Background: an optimization exercise with open tools, aiming at a short achievable clock period and few clock cycles. Do not read the settings as production practice.
At most, simulation tests tie the RTL to the original design; equivalence was not proved.
Power is estimated from default activity; no workload was simulated.

## v6
==> flow/design.v (excerpt) <==
module mips_core #(
    parameter mips_pkg::word_t RESET_PC = 32'h0000_3000
) (
    input  logic       clk,
    input  logic       arst_n,
    output mips_pkg::word_t      i_inst_addr,
    input  mips_pkg::word_t      i_inst_rdata,
    output mips_pkg::word_t      m_data_addr,
    input  mips_pkg::word_t      m_data_rdata,
    output mips_pkg::word_t      m_data_wdata,
    output logic [3:0] m_data_byteen,
    output logic       w_grf_we,
    output mips_pkg::reg_addr_t  w_grf_addr,
    output mips_pkg::word_t      w_grf_wdata,
    output mips_pkg::word_t      w_inst_addr
);
    mips_pkg::word_t     f_pc_out;
    mips_pkg::word_t     f_pc_in;
    mips_pkg::word_t     f_pc;
    mips_pkg::word_t     f_pc4;
    mips_pkg::word_t     f_pc8;
    mips_pkg::word_t     f_instr;
    mips_pkg::word_t     f_rf1_n;
    mips_pkg::word_t     f_rf2_n;
    mips_pkg::word_t     f_imm;
    logic                f_hold_a, f_hold_t, f_a_zero, f_b_imm, f_we;
    mips_pkg::reg_addr_t f_dest;
    logic                f_load, f_store, f_beq, f_bne, f_jr, f_j, f_jal, f_lui, f_ori;
    logic                f_add, f_sub, f_and, f_or, f_slt;
    logic                f_stall;
    logic                f_a_x, f_a_m, f_a_ld, f_t_x, f_t_m, f_t_ld;
    logic [4:0]          x_ops;
    logic [7:0]          f_sel_a, f_sel_b;
    mips_pkg::word_t     f_opa, f_opb;
    mips_pkg::word_t     f_npc;
    mips_pkg::word_t     x_pc;
    mips_pkg::word_t     x_opa, x_opb;
    mips_pkg::word_t     x_rt_rf;
    logic                x_sd_x, x_sd_m;
    mips_pkg::word_t     x_sd;
    mips_pkg::word_t     x_pc4;
    mips_pkg::word_t     x_off;
    mips_pkg::word_t     x_jt;
    mips_pkg::word_t     x_btgt;
    logic                x_a_ld;
    logic                x_we;
    mips_pkg::reg_addr_t x_dest;
    logic                x_load, x_store, x_beq, x_bne, x_jr, x_j;
    logic                x_add, x_sub, x_and, x_or, x_slt;
    mips_pkg::word_t     x_sum, x_diff, x_and_y, x_or_y, x_y;
    logic                x_lt;
    mips_pkg::word_t     x_cmp_a;
    logic                x_eq, x_redirect;
  ...
Settings: LEC_CHECK=0, CAP_MARGIN=20, CORE_MARGIN=2, CORE_UTILIZATION=40, PLACE_DENSITY=0.55, SETUP_SLACK_MARGIN=5, SLEW_MARGIN=20, SYNTH_HIERARCHICAL=1, SYNTH_MINIMUM_KEEP_SIZE=0; clock period 8.0 ns.
standard.sh (not shown) runs the stock make flow with config.mk's settings and CLKGATE_MAP_FILE= SYNTH_SCRIPT=/design/flow/synth_recipe.tcl, a recipe that flattens the netlist after the stock synthesis.
==> flow/flow/run.sh <==
#!/bin/bash
set -euo pipefail
bash standard.sh synth > synth.log 2>&1
bash standard.sh SETUP_SLACK_MARGIN=5.6 MATCH_CELL_FOOTPRINT=0 finish > layout.log 2>&1
#### Input delta (v7 over v6)
==> flow/run.sh (new file) <==
#!/bin/bash
# synth_recipe.tcl (not shown) runs the flow's synth.tcl, then flattens the netlist and writes it again
# the make line also repeats each setting of config.mk as NAME=value (left out here)
make -C /OpenROAD-flow-scripts/flow DESIGN_CONFIG=/design/flow/config.mk WORK_HOME=/design/flow/orfs CLKGATE_MAP_FILE= SYNTH_SCRIPT=/design/flow/synth_recipe.tcl finish
removed: flow/flow/run.sh
removed: flow/standard.sh
Results
- In v7, the total power density per cell area came out 2.5% above the value in v6.
- Taking v6 as the reference, in v7 transition at the pin with the smallest max-transition slack rose by 0.059 ns; utilization after layout saw a decrease.
- As of v7, count of clock-buffer cells in the layout had fallen by a few percent compared to v6.
- Compared to v6, the router laid down less metal wire for v7.
No run of this note included a check of the RTL's function; only the layout flow was run.

========
mips_core, a different RTL version from the one above (not shown whole).
Size: about 240 I/O pins, about 0.072 mm^2 of cells after synthesis.
## mips_core
module mips_core #(
    parameter mips_pkg::word_t RESET_PC = 32'h0000_3000
) (
    input  logic       clk,
    input  logic       arst_n,
    output mips_pkg::word_t      i_inst_addr,
    input  mips_pkg::word_t      i_inst_rdata,
    output mips_pkg::word_t      m_data_addr,
    input  mips_pkg::word_t      m_data_rdata,
    output mips_pkg::word_t      m_data_wdata,
    output logic [3:0] m_data_byteen,
    output logic       w_grf_we,
    output mips_pkg::reg_addr_t  w_grf_addr,
    output mips_pkg::word_t      w_grf_wdata,
    output mips_pkg::word_t      w_inst_addr
);
Settings: LEC_CHECK=0, CAP_MARGIN=20, CORE_MARGIN=2, CORE_UTILIZATION=40, PLACE_DENSITY=0.55, SETUP_SLACK_MARGIN=5, SLEW_MARGIN=20, SYNTH_HIERARCHICAL=1, SYNTH_MINIMUM_KEEP_SIZE=0; clock period 8.0 ns.
==> flow/flow/run.sh <==
#!/bin/bash
set -euo pipefail
bash standard.sh synth > synth.log 2>&1
bash standard.sh SETUP_SLACK_MARGIN=5.2 MATCH_CELL_FOOTPRINT=0 finish > layout.log 2>&1
Testbench counts at the start, summed over its fixed seeds: cycles 44,413.
Edit:
==> flow/flow/run.sh (replaced) <==
#!/bin/bash
set -euo pipefail
bash standard.sh synth > synth.log 2>&1
bash standard.sh SETUP_SLACK_MARGIN=5.3 MATCH_CELL_FOOTPRINT=0 finish > layout.log 2>&1
Outcome:
- The changed run reached the layout checks and failed them: antenna violations
- worst setup slack degrades by 0.020 ns
- maximum frequency drops by 0.66%
- worst hold slack is about the same
- power climbs by 5.2%

========
Another version of the RTL of mips_core (not shown whole).
Size in the first run: roughly 6400 cells after synthesis, about 240 I/O pins, roughly 0.071 mm^2 of cells after synthesis.
clock: 8.0 ns
lec_check: 0
cap_margin: 20
core_margin: 2
core_utilization: 40
place_density: 0.55
setup_slack_margin: 5
slew_margin: 20
synth_hierarchical: 1
synth_minimum_keep_size: 0
==> flow/flow/run.sh <==
#!/bin/bash
set -euo pipefail
bash standard.sh synth > synth.log 2>&1
bash standard.sh SETUP_SLACK_MARGIN=5.3 MATCH_CELL_FOOTPRINT=0 finish > layout.log 2>&1
The first run finished but fails on antenna violations.
Testbench counts at the start, summed over its fixed seeds: cycles 44,413.
Edit:
==> flow/run.sh (new file) <==
#!/bin/bash
# synth_recipe.tcl (not shown) runs the flow's synth.tcl, then flattens the netlist and writes it again
# the make line also repeats each setting of config.mk as NAME=value (left out here)
make -C /OpenROAD-flow-scripts/flow DESIGN_CONFIG=/design/flow/config.mk WORK_HOME=/design/flow/orfs CLKGATE_MAP_FILE= SYNTH_SCRIPT=/design/flow/synth_recipe.tcl finish
removed: flow/flow/run.sh
removed: flow/standard.sh
=> The new run completed without violations; setup slack degrades by 8.0 ps; final area goes down by 12%; count of clock-buffer cells in the layout came out lower by 14; via count falls by 8.5%; power drops by 6.7%.

========
run 1:
Another version of the RTL of mips_core (not shown whole).
For scale: roughly 0.070 mm² of cells after synthesis.
Settings: LEC_CHECK=0, CAP_MARGIN=20, CORE_MARGIN=2, CORE_UTILIZATION=40, CTS_CLUSTER_DIAMETER=100, CTS_CLUSTER_SIZE=30, PLACE_DENSITY=0.55, SETUP_SLACK_MARGIN=5, SLEW_MARGIN=20, SYNTH_HIERARCHICAL=1, SYNTH_MINIMUM_KEEP_SIZE=0; clock period 8.0 ns.
==> flow/flow/run.sh <==
#!/bin/bash
set -euo pipefail
bash standard.sh synth > synth.log 2>&1
bash standard.sh SETUP_SLACK_MARGIN=5.6 finish > layout.log 2>&1
Inputs modified between run 1 and run 2:
==> flow/run.sh (new file) <==
#!/bin/bash
# synth_recipe.tcl (not shown) runs the flow's synth.tcl, then flattens the netlist and writes it again
# the make line also repeats each setting of config.mk as NAME=value (left out here)
make -C /OpenROAD-flow-scripts/flow DESIGN_CONFIG=/design/flow/config.mk WORK_HOME=/design/flow/orfs CLKGATE_MAP_FILE= SYNTH_SCRIPT=/design/flow/synth_recipe.tcl finish
diff --git a/flow/config.mk b/flow/config.mk
--- a/flow/config.mk
+++ b/flow/config.mk
@@ -10,4 +10,2 @@
 export CORE_UTILIZATION = 40
-export CTS_CLUSTER_DIAMETER = 100
-export CTS_CLUSTER_SIZE = 30
 export PLACE_DENSITY = 0.55
removed: flow/flow/run.sh
removed: flow/standard.sh
## What came out
Looking at launching instance or port of the critical path, the i_inst_rdata[17] result is from run 1; the i_inst_rdata[23] one comes from run 2.
In the reports for run 1 and run 2, the smaller maximum number of pins on one net before global-route repair belongs to run 2.
Compared to run 1, run 2 has number of vias per cell after detailed routing 3.6% lower.
Run 2 vs run 1 — clock skew dropped 0.030 ns.
Here is what was changed in the inputs of run 3 compared with run 2.
==> flow/flow/run.sh (new file) <==
#!/bin/bash
set -euo pipefail
bash standard.sh synth > synth.log 2>&1
bash standard.sh SETUP_SLACK_MARGIN=5.8 MATCH_CELL_FOOTPRINT=0 finish > layout.log 2>&1
==> flow/standard.sh (new file) <==
#!/bin/bash
# synth_recipe.tcl (not shown) runs the flow's synth.tcl, then flattens the netlist and writes it again
# the make line also repeats each setting of config.mk as NAME=value (left out here)
make -C /OpenROAD-flow-scripts/flow DESIGN_CONFIG=/design/flow/config.mk WORK_HOME=/design/flow/orfs CLKGATE_MAP_FILE= SYNTH_SCRIPT=/design/flow/synth_recipe.tcl "${@:-finish}"
removed: flow/run.sh
--- outcome ---
- In run 3 the wire length on met3 turned out about 28% higher than in run 2.
- Compared run 3 vs run 2, and utilization is up in run 3.
- In the tables for run 3 and run 2, share of final-layout standard cells stronger than drive strength 1 reads lower with run 2.
## Diff of input files: run 4 against run 3
==> flow/run.sh (new file) <==
#!/bin/bash
# synth_recipe.tcl (not shown) runs the flow's synth.tcl, then flattens the netlist and writes it again
# the make line also repeats each setting of config.mk as NAME=value (left out here)
make -C /OpenROAD-flow-scripts/flow DESIGN_CONFIG=/design/flow/config.mk WORK_HOME=/design/flow/orfs CLKGATE_MAP_FILE= SYNTH_SCRIPT=/design/flow/synth_recipe.tcl finish
diff --git a/flow/config.mk b/flow/config.mk
--- a/flow/config.mk
+++ b/flow/config.mk
@@ -9,4 +9,4 @@
 export CORE_MARGIN = 2
-export CORE_UTILIZATION = 40
-export PLACE_DENSITY = 0.55
+export CORE_UTILIZATION = 50
+export PLACE_DENSITY = 0.62
 export SETUP_SLACK_MARGIN = 5
removed: flow/flow/run.sh
removed: flow/standard.sh
## What came out
In run 4 the transition at the pin with the smallest max-transition slack turned out 0.0075 ns lower than in run 3. In run 4 the routed wire length turned out about 15% lower than in run 3. Of run 3 and run 4, the lower length in cells of the worst reg-to-reg path belongs to run 4. Higher final core utilization was reported by run 4, not run 3. Run 4 reports a lower vias after detailed routing than run 3 does. Placed instance count went down by a few percent going from run 3 to run 4. [compare] base=run 3 new=run 4: aggregate global-route resource usage increased 1.9 points; total chip power lower; number of nets at the end of the flow shows a reduction of about 5%.
No functional check of the RTL was part of any run of this note.

-- what the ideal ports hide --
No port has a modelled driver above. Below, the same layouts with a new extraction and two added sets of constraints. Step 1: set_driving_cell puts a clkbuf_16 on clk and a buf_2 on each other input, an assumption about the parent block. Step 2 also shifts input and output timing later by t, the mid clock arrival at the registers, as if the neighbouring blocks saw the same clock. Slacks: ideal / step 1 / step 2; pairs: ideal / step 1.
run	shift t [ns]	slack for setup (ns)	hold slack, ns	worst slew at a driven data input, ns
v6	0.931	4.639 / 4.621 / 3.689	0.319 / 0.319 / 0.319	0.19
v7	0.901	4.802 / 4.764 / 3.863	0.312 / 0.312 / 0.312	0.20
the first run of note 2	0.915	5.015 / 4.934 / 4.194	0.339 / 0.339 / 0.339	0.18
the second run of note 2	0.931	4.996 / 4.909 / 4.109	0.340 / 0.340 / 0.340	0.24
the first run of note 3	0.929	4.880 / 4.880 / 4.052	0.348 / 0.348 / 0.348	0.16
the second run of note 3	0.894	4.872 / 4.887 / 4.029	0.328 / 0.328 / 0.328	0.05
run 1	0.892	4.760 / 4.568 / 3.675	0.330 / 0.330 / 0.330	0.34
run 2	0.917	4.755 / 4.712 / 3.795	0.323 / 0.323 / 0.323	0.28
run 3	0.909	4.734 / 4.712 / 3.803	0.321 / 0.321 / 0.321	0.17
run 4	0.885	4.848 / 4.862 / 3.977	0.314 / 0.314 / 0.314	0.07
The setup slack of run 1, which loses most, moves by -0.192 ns with the drivers and by -1.085 ns with both steps.
